From an optimization exercise on the open Yosys and OpenROAD flow, aimed at small area; shortcuts taken in it are not production practice. Function was checked by simulation only, so behaviour that the tests miss may differ from the original. Power figures rest on the tool's default switching activity, not on a simulated workload.

$ cat run.sh
#!/bin/bash
# synth_recipe.tcl (not shown) runs the flow's synth.tcl, then flattens the netlist and writes it again
# the make line also repeats each setting of config.mk as NAME=value (left out here)
make -C /OpenROAD-flow-scripts/flow DESIGN_CONFIG=/design/flow/config.mk WORK_HOME=/design/flow/orfs CLKGATE_MAP_FILE= SYNTH_SCRIPT=/design/flow/synth_recipe.tcl finish
$ cat config.mk
export PLATFORM = sky130hd
export DESIGN_NAME = regfile
export DESIGN_NICKNAME = regfile
export VERILOG_FILES = /design/flow/design.v
export SDC_FILE = /design/flow/constraint.sdc
export NUM_CORES = 4
export LEC_CHECK = 0
export CAP_MARGIN = 20
export CORE_MARGIN = 2
export CORE_UTILIZATION = 45
export SLEW_MARGIN = 20
$ cat constraint.sdc
create_clock -name core_clock -period 8.0 [get_ports {clk_in}]
set_input_delay 1.6000 -clock core_clock [delete_from_list [all_inputs] [get_ports {clk_in}]]
set_output_delay 1.6000 -clock core_clock [all_outputs]
set_load 0.01 [all_outputs]
$ cat design.v
package regfile_pkg;
  localparam int ROB_SIZE = 16;
  localparam int ROB_WIDTH = $clog2(ROB_SIZE);
  localparam int REG_NUM = 32;
  localparam logic [4:0] ZERO_REG = 5'd0;
endpackage
module regfile_rdport
(
  input  logic [4:0]           rs,
  input  logic [31:0]          reg_val,
  input  logic                 reg_busy,
  input  logic [regfile_pkg::ROB_WIDTH-1:0] reg_tag,
  input  logic                 commit_valid,
  input  logic [regfile_pkg::ROB_WIDTH-1:0] commit_rob_id,
  input  logic [31:0]          commit_val,
  input  logic                 search_ready,
  input  logic [31:0]          search_val,
  output logic [31:0]          val,
  output logic                 has_dep,
  output logic [regfile_pkg::ROB_WIDTH-1:0] dep
);
  logic hit;
  assign hit = commit_valid && commit_rob_id == reg_tag;
  always_comb begin
    val = rs == regfile_pkg::ZERO_REG ? '0 : !reg_busy ? reg_val : hit ? commit_val : search_val;
    has_dep = rs != regfile_pkg::ZERO_REG && reg_busy && !hit && !search_ready;
    dep = reg_tag;
  end
endmodule
module regfile
(
  input  logic                 clk_in,
  input  logic                 rst_in,
  input  logic                 rdy_in,
  input  logic                 clear,
  input  logic                 issue_valid,
  input  logic [4:0]           issue_rd,
  input  logic [regfile_pkg::ROB_WIDTH-1:0] issue_rob_id,
  input  logic [4:0]           rs1,
  input  logic [4:0]           rs2,
  output logic [31:0]          val1,
  output logic [31:0]          val2,
  output logic                 has_dep1,
  output logic                 has_dep2,
  output logic [regfile_pkg::ROB_WIDTH-1:0] dep1,
  output logic [regfile_pkg::ROB_WIDTH-1:0] dep2,
  output logic [regfile_pkg::ROB_WIDTH-1:0] search_rob_id_1,
  output logic [regfile_pkg::ROB_WIDTH-1:0] search_rob_id_2,
  input  logic                 search_ready_1,
  input  logic                 search_ready_2,
  input  logic [31:0]          search_val_1,
  input  logic [31:0]          search_val_2,
  input  logic                 commit_valid,
  input  logic [regfile_pkg::ROB_WIDTH-1:0] commit_rob_id,
  input  logic [4:0]           commit_reg_id,
  input  logic [31:0]          commit_val
);
  logic [31:0]          regs [regfile_pkg::REG_NUM];
  logic [regfile_pkg::ROB_WIDTH-1:0] tag  [regfile_pkg::REG_NUM];
  logic [regfile_pkg::REG_NUM-1:0]   busy;
  assign search_rob_id_1 = tag[rs1];
  assign search_rob_id_2 = tag[rs2];
  always_ff @(posedge clk_in) begin
    if (rst_in) begin
      for (int i = 0; i < regfile_pkg::REG_NUM; i++) begin
        regs[i] <= '0;
        tag[i] <= '0;
      end
      busy <= '0;
    end else if (rdy_in) begin
      if (commit_valid && commit_reg_id != regfile_pkg::ZERO_REG) begin
        regs[commit_reg_id] <= commit_val;
        if (busy[commit_reg_id] && tag[commit_reg_id] == commit_rob_id) busy[commit_reg_id] <= 1'b0;
      end
      if (clear) busy <= '0;
      else if (issue_valid && issue_rd != regfile_pkg::ZERO_REG) begin
        busy[issue_rd] <= 1'b1;
        tag[issue_rd] <= issue_rob_id;
      end
    end
  end
  regfile_rdport u_rd1 (
    .rs(rs1), .reg_val(regs[rs1]), .reg_busy(busy[rs1]), .reg_tag(tag[rs1]),
    .commit_valid(commit_valid), .commit_rob_id(commit_rob_id), .commit_val(commit_val),
    .search_ready(search_ready_1), .search_val(search_val_1),
    .val(val1), .has_dep(has_dep1), .dep(dep1)
  );
  regfile_rdport u_rd2 (
    .rs(rs2), .reg_val(regs[rs2]), .reg_busy(busy[rs2]), .reg_tag(tag[rs2]),
    .commit_valid(commit_valid), .commit_rob_id(commit_rob_id), .commit_val(commit_val),
    .search_ready(search_ready_2), .search_val(search_val_2),
    .val(val2), .has_dep(has_dep2), .dep(dep2)
  );
endmodule
==> flow_summary.ini, run 1 <==
[status]
status = finished clean

[worst_setup_path]
cp.arrival_ps = 5690
cp_max_fo = 25
cpPeakStageDelay_ps = 780
r2r_start = tag[27][0]$_SDFFCE_PN0P_
setup.worst_path.class = input pin to output port
path_cells = buf_6, nor2b_1, a22o_1, a211oi_1, a31oi_1, xnor2_1, and4_2, buf_12, mux2i_1, a211oi_1, clkdlybuf4s50_1
cp-end-kind = output port
required_ps = 6400
cp_common_cell = a211oi_1
timing.rr.end = busy[15]$_SDFFE_PP0P_
reg2reg_depth = 8
rrSetupSlack_ps = 4460
slowest_stage = and4_2
worst_setup_path_start_kind = input pin

[sta]
tightest_slew_ps = 1210
clock.fmax_ghz = 0.137
slew_headroom_pct = 19.1
setup_viol = 0
setup_ws_ps = 710
totalNegativeSetupSlack_ps = 0
period_needed_ps = 7290
fin_skew_ps = 17.4
fin_crit_sh_pct = 91.1
slew_viol_final = 0
rsz0062_at_grt = false
hold_viol = 0

[logic_synthesis]
syn_nets = 5131
netlist.area_leader.share_pct = 51.3
yosys_register_bits = 1184
netlist_instances = 4987
ys_types = 69
async_flop_share_pct = 0
synth_area_um2 = 67400
synth_flop_cell = edfxtp_1
yosys.area.top_type = edfxtp_1
synth_warnings = 2
seq_area_frac_synth_pct = 52.2
synth_edf_count = 1152
syn_avg_cell_area_um2 = 13.5
synth.most_common_cell = edfxtp_1
ys_top_cells_by_count = 1152 x edfxtp_1, 1151 x and2_1, 488 x mux2i_1
synth_area_leaders = edfxtp_1 51%, mux4_2 16%, and2_1 11%

[die]
num_rows = 142
initial_utilization_pct = 45.2
ios = 214
fp.dieW_um = 391
die_area_um2 = 153000
die_h_um = 391
coreArea_um2 = 149000

[clocking]
cts-resized-gates = 0
clockBufferDepth = 3
cts_tree = yes
cts-root-buf = clkbuf_16
cts_inserted_buffers = 137
post-cts-setup-buffers = 0
htreeDepth = 4
cts_hold_buffers = 0
cts_sinks = 1184
clock_latency_ps = 800
path_clk_slew_ps = 60

[hold_path]
min_from = busy[9]$_SDFFE_PP0P_
hold_depth = 2
hold_path.class = register to register
whs_endpoint = busy[9]$_SDFFE_PP0P_

[placement]
placedInstanceArea_um2 = 71400
gp_congestion = 0.939
pre_cts_ws_ps = 875
port_buffers = 213
dp_hpwl_mm = 147

[pwr]
clkPwrFrac_pct = 39.4
power.leakage_nw = 26.7
power_frac_seq_pct = 46.5
internal-power_mw = 11.5
max-vdd-ir-drop_v = 0.000153
p_sw_mw = 4.21
switching_share_pct = 26.8
power.density_nw_per_um2 = 207
comb_power_share_pct = 14.2

[detailed_routing]
vias_per_cell = 6.45
ant_nets = 0
wl_per_cell_um = 33.1
routed_wl_mm = 235
drc = 0
first_iter_violations = 5347
via_count = 45648
first_pass_iters = 5

[global_route]
grt_remaining_overflow = 0
grt_pass1_vias = 45489
grt_pass1_wl_mm = 334
grt_antenna_before_repair = 14
grt_max_degree = 96
grt_use_total_pct = 30.6

[final_layout]
drive_above_1_share_pct = 19.4
final_cell_area_um2 = 75800
syn_to_final_growth_pct = 12.4
fillers = 12692
final_nets = 5159

[run]
maxCapViolations = 0
-- cell families after synthesis --
family,count (synthesis),share of synthesized area (%)
xor+xnor,14,0.182
compound gates,626,6.01
simple gates,1650,14.4
flops,1184,52.2
fa+ha+maj,12,0.223
buf+inv,523,3.61
mux,978,23.3
-- layout by cell type, fill, tap and decap left out, drive strengths merged, types with 37 or more instances in the layout --
cell type      count
a211oi            39
a21oi            191
a221oi            95
a22oi             57
a31oi             37
and2            1151
buf              198
clkbuf           166
clkdlybuf4s50    199
clkinv            66
edfxtp          1152
mux2i            488
mux4             470
nand2            127
nor2             110
nor3              48
o21ai            113
or2               61
-- per-stage QoR --
stage / power [mW] / utilization [%] / hold WS, ps / std cells
2_1_floorplan: 8.63 / - / 468 / 4987
3_3_place_gp: 9.59 / 47.8 / 512 / 6819
3_5_place_dp: 9.61 / 47.8 / 513 / 6819
4_1_cts: 15.7 / 50.8 / 521 / 7067
5_1_grt: 16.1 / 50.8 / 544 / 7069
6_report: 15.7 / 50.8 / 523 / 7080
-- worst max path at each step --
stage,startpoint,to,cells after the start
after CTS,rs1[3],val1[0],11
final,rs1[3],val1[0],11
after floorplan,rs2[1],val2[11],11
after detailed placement,rs1[0],val1[0],12
after global placement,rs1[1],val1[0],11
after global routing,rs1[3],val1[0],11
-- power groups by stage --
stage	Sequential, mW	Clock, mW	Combinational (mW)
4_1_cts	7.29	6.23	2.20
3_3_place_gp	7.39	0	2.20
5_1_grt	7.32	6.47	2.31
6_report	7.29	6.18	2.22
3_5_place_dp	7.41	0	2.20
2_1_floorplan	7.34	0	1.30
-- layer usage --
layer,global-route usage [%],wire [um]
met1,40.2,91200
met2,49.6,112000
met3,5.98,20300
met4,13.2,11100
met5,0,55
-- critical path, delay by kind of cell --
family	cells	cell delay (ps)
buffers and inverters	3	1200
multiplexers	1	100
AND/OR/NAND/NOR	2	1550
AO/OA/AOI/OAI	4	1020
XOR/XNOR	1	160
-- sequential cells by signal (all words and copies together), names as in the netlist --
name and cells:
regs 1024, busy 32, tag 128
-- area by class of cell --
class | instances | area [um^2] | share of cell area, %
antenna | 12 | 30.0 | 0.0396
multi-input combinational | 3280 | 30000 | 39.5
tap | 1944 | 2430 | 3.21
inverter | 15 | 56.3 | 0.0743
clock inverter | 82 | 826 | 1.09
timing repair buffer | 397 | 3730 | 4.92
sequential | 1184 | 35200 | 46.5
clock buffer | 166 | 3540 | 4.66
==> run 2, diff against run 1 <==
==> design.v (replaced) <==
package regfile_pkg;
  localparam int ROB_SIZE = 16;
  localparam int ROB_WIDTH = $clog2(ROB_SIZE);
  localparam int REG_NUM = 32;
  localparam logic [4:0] ZERO_REG = 5'd0;
endpackage
module regfile_rdport
(
  input  logic [4:0]           rs,
  input  logic [32*31-1:0]     regs_flat,    
  input  logic [4*31-1:0]      tags_flat,    
  input  logic [31:1]          busy,
  input  logic                 commit_valid,
  input  logic [regfile_pkg::ROB_WIDTH-1:0] commit_rob_id,
  input  logic [31:0]          commit_val,
  input  logic                 search_ready,
  input  logic [31:0]          search_val,
  output logic [31:0]          val,
  output logic                 has_dep,
  output logic [regfile_pkg::ROB_WIDTH-1:0] dep
);
  logic [31:1] dec, sel;
  logic [3:0]  tag;
  logic        reg_busy, hit, use_cv, use_sv;
  always_comb begin
    for (int i = 1; i < 32; i++) begin
      dec[i] = rs == 5'(i);
      sel[i] = dec[i] && !busy[i];
    end
    tag = '0;
    for (int i = 1; i < 32; i++) tag |= tags_flat[4*(i-1) +: 4] & {4{dec[i]}};
    reg_busy = |(dec & busy);
    hit = commit_valid && commit_rob_id == tag;
    use_cv = reg_busy && hit;
    use_sv = reg_busy && !hit;
    val = (commit_val & {32{use_cv}}) | (search_val & {32{use_sv}});
    for (int i = 1; i < 32; i++) val |= regs_flat[32*(i-1) +: 32] & {32{sel[i]}};
    has_dep = reg_busy && !hit && !search_ready;
    dep = tag;
  end
endmodule
module regfile
(
  input  logic                 clk_in,
  input  logic                 rst_in,
  input  logic                 rdy_in,
  input  logic                 clear,
  input  logic                 issue_valid,
  input  logic [4:0]           issue_rd,
  input  logic [regfile_pkg::ROB_WIDTH-1:0] issue_rob_id,
  input  logic [4:0]           rs1,
  input  logic [4:0]           rs2,
  output logic [31:0]          val1,
  output logic [31:0]          val2,
  output logic                 has_dep1,
  output logic                 has_dep2,
  output logic [regfile_pkg::ROB_WIDTH-1:0] dep1,
  output logic [regfile_pkg::ROB_WIDTH-1:0] dep2,
  output logic [regfile_pkg::ROB_WIDTH-1:0] search_rob_id_1,
  output logic [regfile_pkg::ROB_WIDTH-1:0] search_rob_id_2,
  input  logic                 search_ready_1,
  input  logic                 search_ready_2,
  input  logic [31:0]          search_val_1,
  input  logic [31:0]          search_val_2,
  input  logic                 commit_valid,
  input  logic [regfile_pkg::ROB_WIDTH-1:0] commit_rob_id,
  input  logic [4:0]           commit_reg_id,
  input  logic [31:0]          commit_val
);
  logic [32*31-1:0] regs_flat;
  logic [4*31-1:0]  tags_flat;
  logic [31:1]      busy;
  logic [31:1]      cdec, idec, reg_we, tag_we, busy_set, busy_clr;
  logic [31:0]      reg_wdata;
  logic [3:0]       tag_wdata, ctag;
  logic             cbusy, release_c, busy_kill;
  always_comb begin
    for (int i = 1; i < 32; i++) begin
      cdec[i] = commit_reg_id == 5'(i);
      idec[i] = issue_rd == 5'(i);
    end
    ctag = '0;
    for (int i = 1; i < 32; i++) ctag |= tags_flat[4*(i-1) +: 4] & {4{cdec[i]}};
    cbusy = |(cdec & busy);
    release_c = cbusy && ctag == commit_rob_id;
    reg_wdata = commit_val & {32{!rst_in}};
    tag_wdata = issue_rob_id & {4{!rst_in}};
    busy_kill = rst_in || (rdy_in && clear);
    for (int i = 1; i < 32; i++) begin
      reg_we[i]   = rst_in || (rdy_in && commit_valid && cdec[i]);
      busy_set[i] = rdy_in && issue_valid && !clear && idec[i];
      busy_clr[i] = rdy_in && commit_valid && release_c && cdec[i];
      tag_we[i]   = rst_in || busy_set[i];
    end
  end
  always_ff @(posedge clk_in) begin
    for (int i = 1; i < 32; i++) begin
      if (reg_we[i]) regs_flat[32*(i-1) +: 32] <= reg_wdata;
      if (tag_we[i]) tags_flat[4*(i-1) +: 4] <= tag_wdata;
      busy[i] <= !busy_kill && (busy_set[i] || (busy[i] && !busy_clr[i]));
    end
  end
  regfile_rdport u_rd1 (
    .rs(rs1), .regs_flat(regs_flat), .tags_flat(tags_flat), .busy(busy),
    .commit_valid(commit_valid), .commit_rob_id(commit_rob_id), .commit_val(commit_val),
    .search_ready(search_ready_1), .search_val(search_val_1),
    .val(val1), .has_dep(has_dep1), .dep(dep1)
  );
  regfile_rdport u_rd2 (
    .rs(rs2), .regs_flat(regs_flat), .tags_flat(tags_flat), .busy(busy),
    .commit_valid(commit_valid), .commit_rob_id(commit_rob_id), .commit_val(commit_val),
    .search_ready(search_ready_2), .search_val(search_val_2),
    .val(val2), .has_dep(has_dep2), .dep(dep2)
  );
  assign search_rob_id_1 = dep1;
  assign search_rob_id_2 = dep2;
endmodule
==> run 2 against run 1 <==
Still clean. Synthesized area fell by 21%. Fmax fell by 5.9%. Clock skew rose by 47 ps. Critical path type unchanged. Largest cell class unchanged. Largest power group unchanged.
==> flow_summary.ini, run 2 <==
[die]
die_h_um = 348
die_area_um2 = 121000
num_rows = 126
fp.dieW_um = 348
coreArea_um2 = 118000
initial_utilization_pct = 45.2
ios = 214

[logic_synthesis]
netlist_instances = 3963
synth_flop_cell = edfxtp_1
syn_avg_cell_area_um2 = 13.4
synth_area_um2 = 53200
yosys_register_bits = 1147
yosys.area.top_type = edfxtp_1
seq_area_frac_synth_pct = 64.2
netlist.area_leader.share_pct = 63.0
ys_top_cells_by_count = 1116 x edfxtp_1, 642 x a22oi_1, 196 x clkbuf_1
synth_area_leaders = edfxtp_1 63%, a22oi_1 9.1%, nand4_1 2.2%
synth.most_common_cell = edfxtp_1
synth_edf_count = 1116
syn_nets = 4095
ys_types = 95
async_flop_share_pct = 0
synth_warnings = 2

[sta]
period_needed_ps = 7750
totalNegativeSetupSlack_ps = 0
tightest_slew_ps = 1360
slew_viol_final = 0
clock.fmax_ghz = 0.129
setup_viol = 0
fin_skew_ps = 64.6
hold_viol = 0
rsz0062_at_grt = false
fin_crit_sh_pct = 96.9
slew_headroom_pct = 9.05

[placement]
port_buffers = 213
gp_congestion = 1.17
dp_hpwl_mm = 167

[worst_setup_path]
worst_setup_path_start_kind = input pin
cp.arrival_ps = 6150
path_cells = buf_2, nor3b_1, buf_4, and2_2, buf_4, a22oi_1, and4_1, nand4_1, nor2_1, a31oi_1, a41o_1, clkdlybuf4s50_1
cp_common_cell = buf_4
crit_start = rs1[3]
r2r_start = tags_flat[54]$_DFFE_PP_
slowest_stage = nor3b_1
setup.worst_path.class = input pin to output port
cp_max_fo = 35
cp-end-kind = output port
cpPeakStageDelay_ps = 890
cp_top_family = simple AND/OR/NAND/NOR gates
cp_num_buf_inv = 4
required_ps = 6400

[clocking]
cts_sinks = 1147
clock_latency_ps = 770
path_clk_slew_ps = 60
cts-root-buf = clkbuf_16
cts-resized-gates = 0
htreeDepth = 3
cts_inserted_buffers = 115
cts_tree = yes
clockBufferDepth = 3
post-cts-setup-buffers = 0
cts_hold_buffers = 0

[global_route]
grt_remaining_overflow = 0
grt_pass1_wl_mm = 380
grt_pass1_vias = 44387
grt_antenna_before_repair = 12
grt_max_degree = 63
grt_use_total_pct = 46.0

[pwr]
internal-power_mw = 11.0
switching_share_pct = 26.9
p_sw_mw = 4.05
power.leakage_nw = 20.5
power.density_nw_per_um2 = 241
max-vdd-ir-drop_v = 0.000216
clkPwrFrac_pct = 38.2
power_frac_seq_pct = 50.4
comb_power_share_pct = 11.5

[final_layout]
final_cell_mix = 1116 x edfxtp_1, 642 x a22oi_1, 206 x clkdlybuf4s50_1
syn_to_final_growth_pct = 17.4
top_register = regs_flat
reg.largest.list = regs_flat: 992 flops, tags_flat: 124 flops, busy: 31 flops
largest_register_ffs = 992
final_nets = 4313
post-route-util_pct = 53.1
drive_above_1_share_pct = 14.0
final_common_cell = edfxtp_1

[detailed_routing]
via_count = 48066
drc = 0
ant_nets = 0
vias_per_cell = 8.25
routed_wl_mm = 286
first_pass_iters = 9
wl_per_cell_um = 49.1
first_iter_violations = 12906

[run]
maxCapViolations = 0

[hold_path]
min_from = busy[26]$_DFF_P_
hold_path.class = register to register

[status]
status = finished clean
[run 2: cell count changes after synthesis, sizes merged, moves of 125 or more]
cell	delta
and2	-1126
mux4	-470
nand4	+183
a21oi	-155
a22oi	+585
a22o	+125
mux2i	-432
clkbuf	-138
[run 2: cell type report]
cell class | instances | area [um^2]
inverters | 24 | 90.1
flip-flops and latches | 1147 | 34100
repair buffers | 447 | 4260
clock inverters | 78 | 1010
clock buffers | 133 | 2950
well taps | 1536 | 1920
multi-input cells | 2446 | 18000
diodes | 14 | 35.0
fillers | 9759 | 55200
[run 2: logic make-up (layout without fill, tap and decap cells)]
kind of cell,count (synthesis),after routing,synth area share (%)
buffers and inverters,370,682,3.20
multiplexers,71,71,1.37
flip-flops,1147,1147,64.2
other,0,14,0
AO/OA/AOI/OAI,1343,1343,20.1
AND/OR/NAND/NOR,1027,1027,11.0
XOR/XNOR,5,5,0.0965
[run 2: final timing paths]
check / endpoint / slack, ps / cells past startpoint
setup reg to reg: busy[2]$_DFF_P_ / 4560 / 9
setup / recovery: val1[17] / 250 / 12
hold reg to reg: busy[26]$_DFF_P_ / 560 / 2
hold / removal: busy[26]$_DFF_P_ / 560 / 2
[run 2: per-stage QoR]
stage	power (mW)	hold WS, ps	area [um^2]	worst slack [ps]	cells
floorplan	8.20	550	53200	2430	3963
global placement	9.28	546	58300	425	5595
detailed placement	9.27	549	58400	502	5598
CTS	14.9	555	62300	478	5809
global route	15.2	575	62400	164	5811
finish	15.0	564	62400	250	5825
[run 2: power by group through the flow]
stage | logic [mW] | clock network, mW | registers (mW)
floorplan | 0.758 | 0 | 7.45
global placement | 1.63 | 0 | 7.65
detailed placement | 1.63 | 0 | 7.64
CTS | 1.63 | 5.70 | 7.53
global route | 1.73 | 5.93 | 7.57
finish | 1.72 | 5.74 | 7.57
[run 2: worst reg2reg max path: stages (launching register included)]
cell      delay [ps]
edfxtp_1         560
mux2i_1          270
nor3_1            70
a211oi_1         480
nand4_1          160
or4b_1           700
xor2_1           240
nor3_4           170
buf_4            410
a41oi_1          210
[run 2: per-layer routing]
metal / global-route usage, % / part of all wire [%] / routed length [um] / vias up
li1: - / - / - / 17335
met5: 0.800 / 0.062 / 177 / -
met3: 19.7 / 18 / 51900 / 1558
met1: 59.3 / 34 / 96800 / 23270
met4: 29.3 / 8.4 / 24000 / 14
met2: 63.1 / 40 / 113000 / 5889
==> run 3, diff against run 2 <==
==> flow/run.sh (new file) <==
#!/bin/bash
# Own layout flow: the standard synthesis, then its logic between the flip-flops
# is replaced by a hand-mapped netlist (flow/gen_netlist.py) holding the very same
# flip-flops (names and cell types, checked by flow/check_regs.py); the rest of the
# layout is the standard one. Each tool's output goes to a log file here.
set -euo pipefail
R=orfs/results/${FLOW_PLATFORM}/regfile/base
bash standard.sh synth > log_synth_standard.txt 2>&1
python3 flow/gen_netlist.py hand_netlist.v > log_gen_netlist.txt 2>&1
if python3 flow/check_regs.py $R/1_2_yosys.v hand_netlist.v > log_check_regs.txt 2>&1; then
  cp $R/1_2_yosys.v standard_1_2_yosys.v
  cp hand_netlist.v $R/1_2_yosys.v
  rm -f $R/1_synth.odb $R/1_synth.sdc
  bash standard.sh synth > log_synth_odb.txt 2>&1
else
  echo "flip-flops differ; keeping the standard netlist" >> log_check_regs.txt
fi
bash standard.sh > log_layout.txt 2>&1
==> flow/check_regs.py (new file) <==
#!/usr/bin/env python3
"""usage: check_regs.py STANDARD.v HAND.v
Exits 0 when both netlists hold the same flip-flops: same instance names, same cell types."""
import re, sys


def regs(path):
    txt = open(path).read()
    return {m.group(2): m.group(1) for m in
            re.finditer(r'\b(sky130_fd_sc_hd__\w*df\w*)\s+(\\\S+|\w+)\s*\(', txt)}


a, b = regs(sys.argv[1]), regs(sys.argv[2])
if a != b:
    print('flip-flops differ: %d standard, %d hand' % (len(a), len(b)))
    for k in sorted(set(a) ^ set(b))[:20]:
        print('  only in one:', k)
    for k in sorted(set(a) & set(b)):
        if a[k] != b[k]:
            print('  cell differs:', k, a[k], b[k])
    sys.exit(1)
print('flip-flops match: %d' % len(a))
==> flow/gen_netlist.py (new file) <==
#!/usr/bin/env python3
"""Writes a hand-mapped sky130hd gate netlist of regfile (the RTL in rtl/).

The flip-flops are the ones the standard synthesis makes from the RTL, with the
same instance names and cell types; only the logic between them is mapped by
hand: one-hot AND-OR read ports built from a222oi gates, predecoded addresses,
and the reset folded into the write enables and write data.
usage: gen_netlist.py OUT.v
"""
import sys

P = 'sky130_fd_sc_hd__'
cells = []
nets = set()
cnt = [0]


def net(name=None):
    if name is None:
        cnt[0] += 1
        name = 'n%d' % cnt[0]
    nets.add(name)
    return name


def cell(kind, pins, inst=None):
    cnt[0] += 1
    if inst is None:
        inst = 'g%d' % cnt[0]
    cells.append((P + kind, inst, pins))


def g(kind, out_pin, **ins):
    y = net()
    pins = dict(ins)
    pins[out_pin] = y
    cell(kind, pins)
    return y


def inv(a): return g('inv_1', 'Y', A=a)
def nand2(a, b): return g('nand2_1', 'Y', A=a, B=b)
def nand3(a, b, c): return g('nand3_1', 'Y', A=a, B=b, C=c)
def nand4(a, b, c, d): return g('nand4_1', 'Y', A=a, B=b, C=c, D=d)
def nor2(a, b): return g('nor2_1', 'Y', A=a, B=b)
def nor3(a, b, c): return g('nor3_1', 'Y', A=a, B=b, C=c)
def nor4(a, b, c, d): return g('nor4_1', 'Y', A=a, B=b, C=c, D=d)
def and2(a, b): return g('and2_1', 'X', A=a, B=b)
def or2(a, b): return g('or2_1', 'X', A=a, B=b)
def or3(a, b, c): return g('or3_1', 'X', A=a, B=b, C=c)
def xnor2(a, b): return g('xnor2_1', 'Y', A=a, B=b)
def o21ai(a1, a2, b1): return g('o21ai_1', 'Y', A1=a1, A2=a2, B1=b1)
def a21oi(a1, a2, b1): return g('a21oi_1', 'Y', A1=a1, A2=a2, B1=b1)
def a21o(a1, a2, b1): return g('a21o_1', 'X', A1=a1, A2=a2, B1=b1)
def a22oi(a1, a2, b1, b2): return g('a22oi_1', 'Y', A1=a1, A2=a2, B1=b1, B2=b2)
def a222oi(a1, a2, b1, b2, c1, c2):
    return g('a222oi_1', 'Y', A1=a1, A2=a2, B1=b1, B2=b2, C1=c1, C2=c2)


def and_nlow(lows):
    """OR of the active-low terms' complements: given active-low signals y_k
    (y_k = !t_k), returns OR(t_k) = !AND(y_k)."""
    lows = list(lows)
    if len(lows) == 1:
        return inv(lows[0])
    groups = [lows[i:i + 4] for i in range(0, len(lows), 4)]
    # balance: avoid a group of 1
    if len(groups) > 1 and len(groups[-1]) == 1:
        groups[-1].insert(0, groups[-2].pop())
    parts = []
    for gr in groups:
        if len(gr) == 4: parts.append(nand4(*gr))
        elif len(gr) == 3: parts.append(nand3(*gr))
        elif len(gr) == 2: parts.append(nand2(*gr))
        else: parts.append(inv(gr[0]))
    if len(parts) == 1:
        return parts[0]
    if len(parts) == 2:
        return or2(*parts)
    if len(parts) == 3:
        return or3(*parts)
    raise ValueError('too many terms')


def and_or(pairs):
    """OR over (a & b) for the given pairs."""
    pairs = list(pairs)
    lows = []
    i = 0
    while i < len(pairs):
        rest = len(pairs) - i
        if rest >= 3 or rest == 0:
            (a1, a2), (b1, b2), (c1, c2) = pairs[i:i + 3]
            lows.append(a222oi(a1, a2, b1, b2, c1, c2))
            i += 3
        elif rest == 2:
            (a1, a2), (b1, b2) = pairs[i:i + 2]
            lows.append(a22oi(a1, a2, b1, b2))
            i += 2
        else:
            a1, a2 = pairs[i]
            lows.append(nand2(a1, a2))
            i += 1
    return and_nlow(lows)


def bit(name, i):
    return '%s[%d]' % (name, i)


def predecode(addr, en=None):
    """Active-low predecode lines of a 5-bit address: nlo[j] low when
    addr[1:0] == j (and en high, if en is given), nhi[k] low when addr[4:2] == k."""
    a = [bit(addr, i) for i in range(5)]
    na = [inv(x) for x in a]
    lit = lambda i, v: a[i] if v else na[i]
    nlo = []
    for j in range(4):
        ins = [lit(0, j & 1), lit(1, (j >> 1) & 1)]
        nlo.append(nand3(en, *ins) if en else nand2(*ins))
    nhi = [nand3(lit(2, k & 1), lit(3, (k >> 1) & 1), lit(4, (k >> 2) & 1)) for k in range(8)]
    return nlo, nhi


def eq4(a, b):
    """Active-low 4-bit equality: low when a == b."""
    return nand4(*[xnor2(a[j], b[j]) for j in range(4)])


R = range(1, 32)
regq = {i: ['regs_flat[%d]' % (32 * (i - 1) + b) for b in range(32)] for i in R}
tagq = {i: ['tags_flat[%d]' % (4 * (i - 1) + j) for j in range(4)] for i in R}
busyq = {i: 'busy[%d]' % i for i in R}
for i in R:
    for x in regq[i] + tagq[i] + [busyq[i]]:
        net(x)

# ---- write side ----
nrst = inv('rst_in')
wd = [and2(bit('commit_val', b), nrst) for b in range(32)]
tw = [and2(bit('issue_rob_id', j), nrst) for j in range(4)]
ce = and2('rdy_in', 'commit_valid')
nclear = inv('clear')
ie = g('and3_1', 'X', A='rdy_in', B='issue_valid', C=nclear)
kill = a21o('rdy_in', 'clear', 'rst_in')
cnlo, cnhi = predecode('commit_reg_id', ce)
inlo, inhi = predecode('issue_rd', ie)
we = {i: o21ai(cnlo[i & 3], cnhi[i >> 2], nrst) for i in R}
twe = {i: o21ai(inlo[i & 3], inhi[i >> 2], nrst) for i in R}
# tag and busy of the committing register (only used when we[i] comes from a commit)
ctag = [and_or((we[i], tagq[i][j]) for i in R) for j in range(4)]
cbusy = and_or((we[i], busyq[i]) for i in R)
nmatch = eq4(ctag, [bit('commit_rob_id', j) for j in range(4)])
release = nor2(nmatch, inv(cbusy))
for i in R:
    for b in range(32):
        cell('edfxtp_1', dict(CLK='clk_in', D=wd[b], DE=we[i], Q=regq[i][b]),
             inst='\\regs_flat[%d]$_DFFE_PP_ ' % (32 * (i - 1) + b))
    for j in range(4):
        cell('edfxtp_1', dict(CLK='clk_in', D=tw[j], DE=twe[i], Q=tagq[i][j]),
             inst='\\tags_flat[%d]$_DFFE_PP_ ' % (4 * (i - 1) + j))
    nclr = nand2(we[i], release)
    bd = nor2(a21oi(busyq[i], nclr, twe[i]), kill)
    cell('dfxtp_1', dict(CLK='clk_in', D=bd, Q=busyq[i]), inst='\\busy[%d]$_DFF_P_ ' % i)

# ---- read ports ----
ncv = inv('commit_valid')
crob = [bit('commit_rob_id', j) for j in range(4)]
for k in (1, 2):
    rs = 'rs%d' % k
    nlo, nhi = predecode(rs)
    sel = {i: nor3(nlo[i & 3], nhi[i >> 2], busyq[i]) for i in R}
    dec = {i: nor2(nlo[i & 3], nhi[i >> 2]) for i in R}
    tag = [and_or((dec[i], tagq[i][j]) for i in R) for j in range(4)]
    # any register selected and not busy
    sl = [sel[i] for i in R]
    lows = [nor4(*sl[x:x + 4]) if len(sl[x:x + 4]) == 4 else nor3(*sl[x:x + 3]) for x in range(0, 31, 4)]
    anysel = and_nlow(lows)
    rsz = nor2(nlo[0], nhi[0])
    reg_busy = nor2(anysel, rsz)
    nbusy = inv(reg_busy)
    hit = nor2(eq4(crob, tag), ncv)
    use_cv = and2(reg_busy, hit)
    use_sv = nor2(nbusy, hit)
    hd = nor3(nbusy, hit, 'search_ready_%d' % k)
    cell('buf_1', dict(A=hd, X='has_dep%d' % k))
    for j in range(4):
        cell('buf_1', dict(A=tag[j], X='dep%d[%d]' % (k, j)))
        cell('buf_1', dict(A=tag[j], X='search_rob_id_%d[%d]' % (k, j)))
    for b in range(32):
        pairs = [(sel[i], regq[i][b]) for i in R]
        pairs += [(use_cv, bit('commit_val', b)), (use_sv, bit('search_val_%d' % k, b))]
        v = and_or(pairs)
        cell('buf_1', dict(A=v, X='val%d[%d]' % (k, b)))

ports = [
    ('input', 'clk_in', 1), ('input', 'rst_in', 1), ('input', 'rdy_in', 1), ('input', 'clear', 1),
    ('input', 'issue_valid', 1), ('input', 'issue_rd', 5), ('input', 'issue_rob_id', 4),
    ('input', 'rs1', 5), ('input', 'rs2', 5), ('output', 'val1', 32), ('output', 'val2', 32),
    ('output', 'has_dep1', 1), ('output', 'has_dep2', 1), ('output', 'dep1', 4), ('output', 'dep2', 4),
    ('output', 'search_rob_id_1', 4), ('output', 'search_rob_id_2', 4),
    ('input', 'search_ready_1', 1), ('input', 'search_ready_2', 1),
    ('input', 'search_val_1', 32), ('input', 'search_val_2', 32),
    ('input', 'commit_valid', 1), ('input', 'commit_rob_id', 4), ('input', 'commit_reg_id', 5),
    ('input', 'commit_val', 32),
]


def ref(n):
    """Verilog reference of a net name."""
    if '[' in n:
        base, idx = n[:-1].split('[')
        if base in portw or base in ('regs_flat', 'tags_flat', 'busy'):
            return '%s[%s]' % (base, idx)
    return n


portw = {n: w for _, n, w in ports}
out = []
out.append('module regfile(%s);' % ', '.join(n for _, n, _ in ports))
for d, n, w in ports:
    out.append('  %s %s%s;' % (d, '' if w == 1 else '[%d:0] ' % (w - 1), n))
out.append('  wire [991:0] regs_flat;')
out.append('  wire [123:0] tags_flat;')
out.append('  wire [31:1] busy;')
for n in sorted(nets):
    if '[' not in n:
        out.append('  wire %s;' % n)
for kind, inst, pins in cells:
    if not inst.startswith('\\'):
        inst = inst
    out.append('  %s %s (%s);' % (kind, inst, ', '.join('.%s(%s)' % (p, ref(v)) for p, v in pins.items())))
out.append('endmodule')
open(sys.argv[1], 'w').write('\n'.join(out) + '\n')
==> standard.sh (new file) <==
#!/bin/bash
# synth_recipe.tcl (not shown) runs the flow's synth.tcl, then flattens the netlist and writes it again
# the make line also repeats each setting of config.mk as NAME=value (left out here)
make -C /OpenROAD-flow-scripts/flow DESIGN_CONFIG=/design/flow/config.mk WORK_HOME=/design/flow/orfs CLKGATE_MAP_FILE= SYNTH_SCRIPT=/design/flow/synth_recipe.tcl "${@:-finish}"
removed: run.sh
==> run 3 against run 2 <==
First-iteration DRC count down 2.6%. Setup slack lost 330 ps. Routed wire length decreased by 26%. Now fails the layout checks on negative setup slack. Synthesized area shrank 12%. Via count fell by 19%. Register-to-register slack got worse by 230 ps.
==> flow_summary.ini, run 3 <==
[status]
status = finished with violations
failed_checks = negative setup slack

[detailed_routing]
vias_per_cell = 8.23
wl_per_cell_um = 44.6
ant_nets = 0
first_iter_violations = 12569
via_count = 39005
first_pass_iters = 17
routed_wl_mm = 211
drc = 0

[run]
maxCapViolations = 0

[logic_synthesis]
synth_warnings = 2
netlist_instances = 2826
syn_avg_cell_area_um2 = 16.6
synth_area_um2 = 46800
syn_nets = 2958

[sta]
setup_ws_ps = -79.7
tightest_slew_ps = 1110
fin_skew_ps = 13.0
slew_headroom_pct = 26.1
fin_crit_sh_pct = 101
clock.fmax_ghz = 0.124
rsz0062_at_grt = true
hold_viol = 0
slew_viol_final = 0
hold-worst-slack_ps = 569
setup_viol = 6
period_needed_ps = 8080

[worst_setup_path]
setup.worst_path.class = input pin to output port
r2r_start = tags_flat[38]$_DFFE_PP_
required_ps = 6400
cp_max_fo = 8
reg2reg_depth = 10
worst_setup_path_start_kind = input pin
cp.arrival_ps = 6480
cp-end-kind = output port
rrSetupSlack_ps = 4330
timing.rr.end = busy[2]$_DFF_P_

[hold_path]
hold_path.class = register to register
whs_endpoint = busy[25]$_DFF_P_
min_from = busy[25]$_DFF_P_
hold_depth = 2

[die]
num_rows = 118
die_area_um2 = 107000
ios = 214
fp.dieW_um = 326
coreArea_um2 = 103000
die_h_um = 326
initial_utilization_pct = 45.3

[final_layout]
syn_to_final_growth_pct = 20.2
final_nets = 3393
reg.largest.list = regs_flat: 992 flops, tags_flat: 124 flops, busy: 31 flops
final_cell_area_um2 = 56300
final_cell_mix = 1116 x edfxtp_1, 834 x a222oi_1, 207 x clkdlybuf4s50_1
top_register = regs_flat
largest_register_ffs = 992
multiInputGateArea_um2 = 13100
register_area_um2 = 34100
final_common_cell = edfxtp_1
drive_above_1_share_pct = 14.4
fillers = 8253

[global_route]
grt_use_total_pct = 38.2
grt_antenna_before_repair = 10
grt_max_degree = 40
grt_remaining_overflow = 0
grt_pass1_vias = 37920
grt_pass1_wl_mm = 286

[clocking]
path_clk_slew_ps = 60
htreeDepth = 3
cts_hold_buffers = 0
cts-root-buf = clkbuf_16
cts_inserted_buffers = 112
clockBufferDepth = 3
clock_latency_ps = 720
cts_tree = yes
cts_sinks = 1147

[placement]
dp_hpwl_mm = 123
gp_congestion = 0.997
port_buffers = 213
placedInstanceArea_um2 = 52500

[pwr]
power.density_nw_per_um2 = 253
power.leakage_nw = 18.3
max-vdd-ir-drop_v = 0.000202
## run 3: routing by layer
metal	vias to the layer above	part of all wire [%]	GRT usage (%)
met1	19269	34	49.7
met4	8	6.6	21.3
met2	4287	43	55.9
li1	14582	-	-
met5	-	0.029	0
met3	859	17	13.5
## run 3: worst max-delay path by stage
stage,startpoint,to,cells past startpoint,slack (ps)
floorplan,rs1[1],val1[0],12,1040
global placement,rs2[3],val2[0],17,-760
detailed placement,rs2[3],val2[0],17,-730
CTS,rs2[3],val2[0],18,-20
global route,rs1[1],val1[30],18,-40
finish,rs1[1],val1[1],17,-80
## run 3: cell type report
cell class	instances	share of cell area, %
antenna	5	0.0222
clock buffer	147	5.31
clock inverter	60	0.952
inverter	26	0.178
multi-input combinational	1571	23.3
sequential	1147	60.7
tap	1380	3.07
timing repair buffer	403	6.47
## run 3: through the flow
step | std cells | total power, mW | utilization, % | TNS, ps | setup WS [ps]
after floorplan | 2826 | 8.11 | - | 0 | 1040
after global placement | 4522 | 9.00 | 50.8 | -7720 | -759
after global routing | 4734 | 14.5 | 54.4 | -65.4 | -43.9
final | 4739 | 14.2 | 54.4 | -177 | -79.7
after CTS | 4732 | 14.1 | 54.3 | -22.3 | -22.3
after detailed placement | 4522 | 9.05 | 50.8 | -10070 | -733
## run 3: worst max-delay path, cell delays in order
cell	delay [ps]
clkdlybuf4s50_1	560
inv_1	100
nand2_1	210
buf_4	210
buf_4	250
nor3_2	80
nor4_1	690
buf_4	230
nand4_1	150
or2_1	260
nor2_1	280
and2_4	470
buf_4	210
a222oi_1	80
nand3_1	150
or3_1	290
clkdlybuf4s50_1	620
## run 3: repair_timing
item | CTS | global route
buffers inserted | 3 | 0
setup endpoints to repair | 57 | 32
pin swaps | 12 | 19
gates resized for setup | 30 | 21
## run 3: power by group
part | switching (mW) | internal [mW] | leakage, nW | total, mW
clock | 2.30 | 2.88 | 1.71 | 5.18
combinational | 1.03 | 0.538 | 5.52 | 1.57
sequential | 0.312 | 7.16 | 11.0 | 7.47
total | 3.64 | 10.6 | 18.3 | 14.2
==> run 4, diff against run 3 <==
--- a/flow/run.sh
+++ b/flow/run.sh
@@ -16,3 +16,8 @@
   echo "flip-flops differ; keeping the standard netlist" >> log_check_regs.txt
 fi
-bash standard.sh > log_layout.txt 2>&1
+# Port buffers: a plain buffer (the standard flow picks a delay cell); clock
+# tree: larger sink clusters and no dummy loads.
+bash standard.sh finish \
+  "BUFFER_PORTS_ARGS=-buffer_cell sky130_fd_sc_hd__buf_1" \
+  "CTS_ARGS=-sink_clustering_enable -repair_clock_nets -dont_use_dummy_load -buf_list {sky130_fd_sc_hd__clkbuf_4 sky130_fd_sc_hd__clkbuf_8 sky130_fd_sc_hd__clkbuf_16} -sink_clustering_size 25 -sink_clustering_max_diameter 80" \
+  > log_layout.txt 2>&1
==> run 4 against run 3 <==
The layout still fails its checks (negative setup slack). Largest cell class unchanged. Combinational power fell by 12%. Register-to-register slack improved by 230 ps. Highest routed layer unchanged. Fmax rose by 0.50%. Routed wire length increased by 0.41%. Final cell count decreased by 3.9%. Sequential cell count unchanged. Synthesized cell count unchanged.
==> flow_summary.ini, run 4 <==
[run]
maxCapViolations = 0

[hold_path]
hold_path.class = register to register
whs_endpoint = busy[25]$_DFF_P_
hold_depth = 2
min_from = busy[25]$_DFF_P_

[sta]
totalNegativeSetupSlack_ps = -73.2
rsz0062_at_grt = false
setup_ws_ps = -39.8
hold-worst-slack_ps = 581
setup_viol = 3
fin_crit_sh_pct = 100
slew_headroom_pct = 23.9
fin_skew_ps = 54.4
hold_viol = 0
period_needed_ps = 8040
tightest_slew_ps = 1140
clock.fmax_ghz = 0.124
slew_viol_final = 0

[final_layout]
final_nets = 3303
final_cell_mix = 1116 x edfxtp_1, 834 x a222oi_1, 213 x buf_1
drive_above_1_share_pct = 10.3
largest_register_ffs = 992
top_register = regs_flat
multiInputGateArea_um2 = 13000
syn_to_final_growth_pct = 12.0
reg.largest.list = regs_flat: 992 flops, tags_flat: 124 flops, busy: 31 flops
final_common_cell = edfxtp_1
fillers = 8604
fin_cells = 4555
register_area_um2 = 34100

[die]
die_h_um = 326
num_rows = 118
coreArea_um2 = 103000
ios = 214
initial_utilization_pct = 45.3
fp.dieW_um = 326
die_area_um2 = 107000

[detailed_routing]
routed-wl-met3_mm = 37.3
ant_nets = 0
via_count = 38566
wl_per_cell_um = 46.5
vias_per_cell = 8.47
highest_layer = met5
routed_wl_mm = 212
first_iter_violations = 12547
drc = 0
drt-met1-wl_mm = 69.3
wl_met2_mm = 89.5
first_pass_iters = 17

[worst_setup_path]
worst_setup_path_start_kind = input pin
rrSetupSlack_ps = 4560
timing.rr.end = busy[20]$_DFF_P_
setup.worst_path.class = input pin to output port
r2r_start = tags_flat[50]$_DFFE_PP_
reg2reg_depth = 10
cp.arrival_ps = 6440
cp-end-kind = output port
required_ps = 6400
cp_max_fo = 16

[clocking]
cts_sinks = 1147
clockBufferDepth = 3
cts_tree = yes
cts-root-buf = clkbuf_16
path_clk_slew_ps = 60
clock_latency_ps = 710
cts_inserted_buffers = 56
htreeDepth = 2
cts_hold_buffers = 0
post-cts-setup-buffers = 0

[placement]
placedCellCount = 4489
gp_congestion = 1.00
port_buffers = 213
dp_hpwl_mm = 122

[logic_synthesis]
netlist_instances = 2826
synth_warnings = 2
syn_nets = 2958
synth_area_um2 = 46800
syn_avg_cell_area_um2 = 16.6

[pwr]
power.density_nw_per_um2 = 227
power_mw = 11.9
power.leakage_nw = 16.4
max-vdd-ir-drop_v = 0.000178

[global_route]
grt_remaining_overflow = 0
grt_max_degree = 45
grt_pass1_vias = 37042
grt_pass1_wl_mm = 286
grt_use_total_pct = 38.3
grt_antenna_before_repair = 17

[status]
failed_checks = negative setup slack
status = finished with violations
run 4: timing repair:
item                                   in CTS  in global routing
setup endpoints to repair                   1                  5
endpoints found under the hold margin       0                  0
gates resized for setup                     1                  3
run 4: layer usage:
layer | vias to the layer above | global-route usage (%)
met2 | 4467 | 56.0
met4 | 16 | 23.5
met1 | 18919 | 48.7
met5 | - | 0
met3 | 883 | 14.0
li1 | 14281 | -
run 4: critical path: stages:
cell      delay [ps]
buf_1            130
inv_1             70
nand2_1          270
buf_4            350
nor2_1           180
a222oi_1         490
nand4_1          410
or3_1            620
xnor2_1          190
nand4_1          120
nor2_2           350
nor2_4            70
buf_12           180
buf_4            180
a222oi_1         350
nand3_1          220
or3_1            450
buf_1            170
run 4: how the worst max path moves through the flow:
stage | start | endpoint | slack [ps] | cells after the start
finish | rs2[1] | val2[23] | -40 | 18
detailed placement | rs2[4] | val2[23] | -9 | 17
floorplan | rs1[1] | val1[0] | 1040 | 12
global route | rs1[1] | val1[12] | 20 | 17
CTS | rs2[4] | val2[23] | 120 | 17
global placement | rs2[4] | val2[23] | 10 | 17
run 4: report_power, final:
| part | switching [mW] | leakage [nW] | total [mW] | internal, mW |
|---|---|---|---|---|
| Combinational | 1.04 | 4.72 | 1.38 | 0.340 |
| Clock | 1.84 | 0.690 | 3.08 | 1.24 |
| Sequential | 0.304 | 11.0 | 7.45 | 7.15 |
| Total | 3.18 | 16.4 | 11.9 | 8.73 |
run 4: final cells by class:
class / instances / share of cell area [%]
Antenna cell: 6 / 0.0286
Clock buffer: 56 / 2.67
Inverter: 26 / 0.191
Multi-Input combinational cell: 1571 / 24.8
Sequential cell: 1147 / 65.1
Tap cell: 1380 / 3.29
Timing Repair Buffer: 369 / 3.93
run 4: metrics by stage:
step	utilization [%]	instance area [um^2]	setup slack [ps]
3_3_place_gp	49.3	50900	13.5
5_1_grt	50.7	52400	17.1
4_1_cts	50.6	52300	122
2_1_floorplan	-	46800	1040
6_report	50.7	52400	-39.8
3_5_place_dp	49.3	50900	-8.93
==> run 5, diff against run 4 <==
--- a/flow/gen_netlist.py
+++ b/flow/gen_netlist.py
@@ -103,4 +103,36 @@
             i += 1
     return and_nlow(lows)
+
+
+def nand_or(pairs):
+    """NOR over (a & b) for the given pairs (the complement of and_or)."""
+    pairs = list(pairs)
+    lows = []
+    i = 0
+    while i < len(pairs):
+        rest = len(pairs) - i
+        if rest >= 3:
+            (a1, a2), (b1, b2), (c1, c2) = pairs[i:i + 3]
+            lows.append(a222oi(a1, a2, b1, b2, c1, c2))
+            i += 3
+        elif rest == 2:
+            (a1, a2), (b1, b2) = pairs[i:i + 2]
+            lows.append(a22oi(a1, a2, b1, b2))
+            i += 2
+        else:
+            lows.append(nand2(*pairs[i]))
+            i += 1
+    groups = [lows[x:x + 4] for x in range(0, len(lows), 4)]
+    if len(groups) > 1 and len(groups[-1]) == 1:
+        groups[-1].insert(0, groups[-2].pop())
+    parts = []
+    for gr in groups:
+        parts.append({4: nand4, 3: nand3, 2: nand2}[len(gr)](*gr))
+    return {3: nor3, 2: nor2}[len(parts)](*parts)
+
+
+def neq4_inv(a, nb):
+    """Active-low 4-bit equality of a and the complement of nb."""
+    return nand4(*[g('xor2_1', 'X', A=a[j], B=nb[j]) for j in range(4)])
 
 
@@ -172,5 +204,6 @@
     sel = {i: nor3(nlo[i & 3], nhi[i >> 2], busyq[i]) for i in R}
     dec = {i: nor2(nlo[i & 3], nhi[i >> 2]) for i in R}
-    tag = [and_or((dec[i], tagq[i][j]) for i in R) for j in range(4)]
+    ntag = [nand_or((dec[i], tagq[i][j]) for i in R) for j in range(4)]
+    tag = [inv(x) for x in ntag]
     # any register selected and not busy
     sl = [sel[i] for i in R]
@@ -180,5 +213,5 @@
     reg_busy = nor2(anysel, rsz)
     nbusy = inv(reg_busy)
-    hit = nor2(eq4(crob, tag), ncv)
+    hit = nor2(neq4_inv(crob, ntag), ncv)
     use_cv = and2(reg_busy, hit)
     use_sv = nor2(nbusy, hit)
@@ -189,7 +222,7 @@
         cell('buf_1', dict(A=tag[j], X='search_rob_id_%d[%d]' % (k, j)))
     for b in range(32):
-        pairs = [(sel[i], regq[i][b]) for i in R]
-        pairs += [(use_cv, bit('commit_val', b)), (use_sv, bit('search_val_%d' % k, b))]
-        v = and_or(pairs)
+        q = nand_or((sel[i], regq[i][b]) for i in R)
+        byp = a22oi(use_cv, bit('commit_val', b), use_sv, bit('search_val_%d' % k, b))
+        v = nand2(q, byp)
         cell('buf_1', dict(A=v, X='val%d[%d]' % (k, b)))
 
--- a/config.mk
+++ b/config.mk
@@ -9,3 +9,4 @@
 export CORE_MARGIN = 2
 export CORE_UTILIZATION = 45
+export SETUP_SLACK_MARGIN = 0.4
 export SLEW_MARGIN = 20
==> run 5 against run 4 <==
The run now finishes clean. Count of clock-buffer cells in the layout unchanged. Highest routed layer unchanged. Synthesized cell count increased by 4.8%. Via count shrank 1.1%. Sequential power about the same. Routed wire length decreased by 1.6%. Final cell count up 2.2%. Sequential share of layout area up 0.12 points. Sequential cell count unchanged. Non-clock buffer count fell by 35. Largest power group unchanged.
==> flow_summary.ini, run 5 <==
[worst_setup_path]
cp_max_fo = 24
required_ps = 6400
worst_setup_path_start_kind = input pin
r2r_start = tags_flat[15]$_DFFE_PP_
cp-end-kind = output port
cp.arrival_ps = 5880
reg2reg_depth = 10
setup.worst_path.class = input pin to output port
timing.rr.end = busy[31]$_DFF_P_
rrSetupSlack_ps = 4730

[sta]
fin_skew_ps = 45.1
tightest_slew_ps = 1230
hold_viol = 0
clock.fmax_ghz = 0.134
setup_ws_ps = 523
setup_viol = 0
slew_viol_final = 0
slew_headroom_pct = 17.4
period_needed_ps = 7480
hold-worst-slack_ps = 596
rsz0062_at_grt = false
totalNegativeSetupSlack_ps = 0
fin_crit_sh_pct = 93.5

[clocking]
cts_tree = yes
cts_inserted_buffers = 56
path_clk_slew_ps = 50
clock_latency_ps = 700
htreeDepth = 2
cts-root-buf = clkbuf_16
clockBufferDepth = 3
cts_hold_buffers = 0
cts_sinks = 1147

[die]
fp.dieW_um = 327
die_h_um = 327
num_rows = 118
ios = 214
coreArea_um2 = 104000
die_area_um2 = 107000
initial_utilization_pct = 45.4

[pwr]
max-vdd-ir-drop_v = 0.000178
power.density_nw_per_um2 = 226
power.leakage_nw = 16.5
power_mw = 11.8

[detailed_routing]
first_pass_iters = 13
ant_nets = 0
routed_wl_mm = 209
drc = 0
vias_per_cell = 8.19
first_iter_violations = 12285
via_count = 38139
wl_per_cell_um = 44.8

[hold_path]
hold_path.class = register to register
hold_depth = 2
whs_endpoint = busy[14]$_DFF_P_
min_from = busy[14]$_DFF_P_

[final_layout]
drive_above_1_share_pct = 8.72
final_common_cell = edfxtp_1
largest_register_ffs = 992
multiInputGateArea_um2 = 13200
post-route-util_pct = 50.5
fillers = 8691
syn_to_final_growth_pct = 11.2
final_cell_mix = 1116 x edfxtp_1, 770 x a222oi_1, 213 x buf_1
top_register = regs_flat
reg.largest.list = regs_flat: 992 flops, tags_flat: 124 flops, busy: 31 flops
register_area_um2 = 34100
final_nets = 3404

[global_route]
grt_antenna_before_repair = 8
grt_remaining_overflow = 0
grt_pass1_wl_mm = 282
grt_max_degree = 57
grt_pass1_vias = 36985
grt_use_total_pct = 37.7

[run]
maxCapViolations = 0

[status]
status = finished clean

[placement]
port_buffers = 213
dp_hpwl_mm = 119
gp_congestion = 1.01
pre_cts_ws_ps = 458

[logic_synthesis]
synth_area_um2 = 47100
syn_nets = 3094
synth_warnings = 2
syn_avg_cell_area_um2 = 15.9
netlist_instances = 2962
==> run 5: changes by cell type in the layout (fill, tap and decap cells not counted), moves of 3 or more <==
cell,change
nor3_1,+72
a22oi_1,+64
nand2_1,+128
nand3_1,+3
xor2_1,+8
xnor2_1,-8
and2_2,-3
or3_1,-72
buf_4,-28
a222oi_1,-64
nand3_2,-3
buf_12,-4
inv_1,+8
==> run 5: area by class of cell <==
| type | count | area share [%] |
|---|---|---|
| clock buffers | 56 | 2.68 |
| multi-input cells | 1699 | 25.2 |
| diodes | 4 | 0.0191 |
| flip-flops and latches | 1147 | 65.3 |
| repair buffers | 334 | 3.30 |
| inverters | 34 | 0.249 |
| well taps | 1380 | 3.30 |
==> run 5: through the flow <==
stage / cells / cell area, um^2
floorplan: 2962 / 47100
global placement: 4593 / 50900
detailed placement: 4593 / 50900
CTS: 4649 / 52300
global route: 4651 / 52300
finish: 4654 / 52300
==> run 5: report_power, final <==
group	switching [mW]	internal (mW)	leakage, nW
clock network	1.84	1.24	0.690
registers	0.307	7.15	11.0
logic	1.01	0.291	4.73
==> run 5: routing by layer <==
layer | vias up | share of wire (%) | track usage [%]
li1 | 14487 | - | -
met1 | 18857 | 34 | 49.2
met2 | 4095 | 43 | 55.6
met3 | 690 | 16 | 11.7
met4 | 10 | 6.5 | 21.8
met5 | - | 0.035 | 0
==> run 5: how the worst max path moves through the flow <==
stage	endpoint	cells past startpoint	start	slack, ps
floorplan	busy[12]$_DFF_P_	11	rst_in	1270
global placement	val2[27]	15	rs2[0]	490
detailed placement	val2[15]	16	rs2[1]	460
CTS	val2[15]	16	rs2[1]	440
global route	val2[11]	15	rs2[3]	470
finish	val2[15]	14	rs2[1]	520
==> run 5: timing repair <==
| action | 4_1_cts | 5_1_grt |
|---|---|---|
| buffers inserted | 0 | 0 |
| resized for setup | 0 | 1 |
| endpoints found under the setup margin | 0 | 27 |
==> run 5: worst max-delay path: stages <==
cell	delay [ps]
buf_1	110
nand2_1	780
nor2_1	250
a222oi_1	560
nand4_1	330
nor3_1	380
xor2_1	170
nand4_1	130
nor2_1	360
and2_4	510
buf_4	300
a22oi_1	120
nand2_1	80
buf_1	160
==> run 6, diff against run 5 <==
--- a/flow/run.sh
+++ b/flow/run.sh
@@ -20,4 +20,4 @@
 bash standard.sh finish \
   "BUFFER_PORTS_ARGS=-buffer_cell sky130_fd_sc_hd__buf_1" \
-  "CTS_ARGS=-sink_clustering_enable -repair_clock_nets -dont_use_dummy_load -buf_list {sky130_fd_sc_hd__clkbuf_4 sky130_fd_sc_hd__clkbuf_8 sky130_fd_sc_hd__clkbuf_16} -sink_clustering_size 25 -sink_clustering_max_diameter 80" \
+  "CTS_ARGS=-sink_clustering_enable -repair_clock_nets -dont_use_dummy_load -buf_list {sky130_fd_sc_hd__clkbuf_4 sky130_fd_sc_hd__clkbuf_8 sky130_fd_sc_hd__clkbuf_16} -sink_clustering_size 30 -sink_clustering_max_diameter 80" \
   > log_layout.txt 2>&1
--- a/config.mk
+++ b/config.mk
@@ -8,5 +8,5 @@
 export CAP_MARGIN = 20
 export CORE_MARGIN = 2
-export CORE_UTILIZATION = 45
+export CORE_UTILIZATION = 50
 export SETUP_SLACK_MARGIN = 0.4
 export SLEW_MARGIN = 20
==> run 6 against run 5 <==
Combinational power is essentially flat. Setup slack lost 32 ps. Power shrank 1.4%. Sequential cell count is the same. Core utilization grew 5.6 points. Hold slack lost 4.6 ps. Clock skew grew 31 ps. Still clean. Design area is essentially flat. Synthesized cell count is the same. Final cell count shrank 2.3%. Routed wire length grew 2.1%.
==> flow_summary.ini, run 6 <==
[status]
status = finished clean

[worst_setup_path]
setup.worst_path.class = input pin to output port
path_cells = buf_1, inv_1, nand2_1, buf_4, nor2_1, a222oi_1, nand4_1, nor3_1, xor2_1, nand4_1, nor2_1, nor2_4, buf_4, a22oi_1, nand2_1, buf_1
cp_max_fo = 20
slowest_stage = nor2_4
worst_setup_path_start_kind = input pin
required_ps = 6400
reg2reg_depth = 9
cp.arrival_ps = 5910
cpPeakStageDelay_ps = 630
cp-end-kind = output port

[global_route]
grt_use_total_pct = 42.6
grt_max_degree = 66
grt_pass1_wl_mm = 287
grt_antenna_before_repair = 10
grt_remaining_overflow = 0
grt_pass1_vias = 36857

[logic_synthesis]
netlist_instances = 2962
syn_nets = 3094
syn_avg_cell_area_um2 = 15.9
synth_area_um2 = 47100
synth_warnings = 2

[clocking]
cts_hold_buffers = 0
cts_sinks = 1147
cts_tree = yes
path_clk_slew_ps = 110
clockBufferDepth = 3
post-cts-setup-buffers = 0
cts-resized-gates = 0
cts_inserted_buffers = 50
clock_latency_ps = 690
htreeDepth = 2
cts-root-buf = clkbuf_16

[sta]
slew_headroom_pct = 22.3
setup_ws_ps = 491
tightest_slew_ps = 1160
fin_skew_ps = 75.9
clock.fmax_ghz = 0.133
fin_crit_sh_pct = 93.9
rsz0062_at_grt = false
hold-worst-slack_ps = 591
period_needed_ps = 7510
slew_viol_final = 0
hold_viol = 0
totalNegativeSetupSlack_ps = 0
setup_viol = 0

[detailed_routing]
routed-wl-met3_mm = 36.3
drt-met1-wl_mm = 70.4
first_pass_iters = 13
first_iter_violations = 11516
routed_wl_mm = 213
drc = 0
via_count = 38693
ant_nets = 0
wl_per_cell_um = 46.9
vias_per_cell = 8.51
highest_layer = met5
wl_met2_mm = 90.9

[die]
die_h_um = 311
fp.dieW_um = 311
die_area_um2 = 96600
coreArea_um2 = 93300
num_rows = 112
initial_utilization_pct = 50.4
ios = 214

[final_layout]
reg.largest.list = regs_flat: 992 flops, tags_flat: 124 flops, busy: 31 flops
top_register = regs_flat
final_common_cell = edfxtp_1
drive_above_1_share_pct = 9.19
final_cell_mix = 1116 x edfxtp_1, 770 x a222oi_1, 213 x buf_1
final_nets = 3420
syn_to_final_growth_pct = 11.1
fin_cells = 4545
largest_register_ffs = 992

[placement]
gp_congestion = 1.07
pre_cts_ws_ps = 442
placedCellCount = 4483
dp_hpwl_mm = 121
port_buffers = 213

[pwr]
power.leakage_nw = 16.5
max-vdd-ir-drop_v = 0.000233
power.density_nw_per_um2 = 223

[hold_path]
hold_depth = 2
hold_path.class = register to register

[run]
maxCapViolations = 0
==> run 6: cell count changes in the layout (fill, tap and decap cells not counted), moves of 3 or more <==
cell and delta:
clkbuf_16 -6, buf_4 +14, buf_16 +4, buf_12 +3
==> run 6: routing by layer <==
metal | global-route usage (%) | up-vias
met5 | 0.593 | -
met4 | 26.2 | 12
met3 | 15.4 | 821
met2 | 62.3 | 4325
met1 | 54.4 | 19006
li1 | - | 14529
==> run 6: area by class of cell <==
| type | instances | area, um^2 |
|---|---|---|
| Fill cell | 7441 | 41000 |
| Sequential cell | 1147 | 34100 |
| Multi-Input combinational cell | 1699 | 13200 |
| Timing Repair Buffer | 356 | 2010 |
| Tap cell | 1254 | 1570 |
| Clock buffer | 50 | 1250 |
| Inverter | 34 | 130 |
| Antenna cell | 5 | 12.5 |
==> run 6: power breakdown <==
group | switching [mW] | total, mW | internal, mW
sequential | 0.300 | 7.45 | 7.15
clock | 1.78 | 2.90 | 1.12
combinational | 1.02 | 1.32 | 0.304
==> run 6: metrics by stage <==
step	area [um^2]	util [%]	power, mW
after floorplan	47100	-	8.10
after global placement	50900	54.5	8.76
after detailed placement	50900	54.5	8.80
after CTS	52100	55.8	11.6
after global routing	52300	56.0	11.9
final	52300	56.0	11.7
==> run 6: worst paths after layout <==
check	startpoint	to	slack, ps
min reg2reg	busy[6]$_DFF_P_	busy[6]$_DFF_P_	590
max	rs1[1]	val1[7]	490
max reg2reg	tags_flat[63]$_DFFE_PP_	busy[15]$_DFF_P_	4450
min	busy[6]$_DFF_P_	busy[6]$_DFF_P_	590
==> run 6: worst max-delay path, delay by kind of cell <==
kind                      cells  cell delay [ps]
xor gates and xnor gates      1              140
buffers and inverters         5             1120
AOI/OAI and AO/OA             2              710
and+or+nand+nor               8             2300

-- separate check: timing with driven ports --
The flow's constraints put no driver on any port. The routed layouts listed below were extracted and timed again, unchanged, in two steps. Step 1 sets driving cells, clkbuf_16 on the clock port and buf_2 on the other inputs (assumed; they add their load-dependent delay and slew). Step 2 moves the port delays by t, midway between the first and last clock arrival at a register: inputs arrive t later, outputs are due t later. That takes back most of the time a late clock gives input paths. Three values: ideal ports, drivers, drivers and shift; two values: the first two.
run	shift t [ns]	setup slack, ns	worst setup path after step 2	pins driven straight from the clock port
run 1	0.863	0.710 / 0.668 / 0.668	input to output	1
run 2	0.823	0.250 / 0.220 / 0.220	input to output	1
run 3	0.779	-0.080 / -0.107 / -0.107	input to output	1
run 4	0.762	-0.040 / -0.074 / -0.074	input to output	1
run 5	0.762	0.523 / 0.495 / 0.495	input to output	1
run 6	0.732	0.491 / 0.466 / 0.466	input to output	1
The setup slack of run 1, which loses most, moves by -0.042 ns with the drivers and by -0.042 ns with both steps.
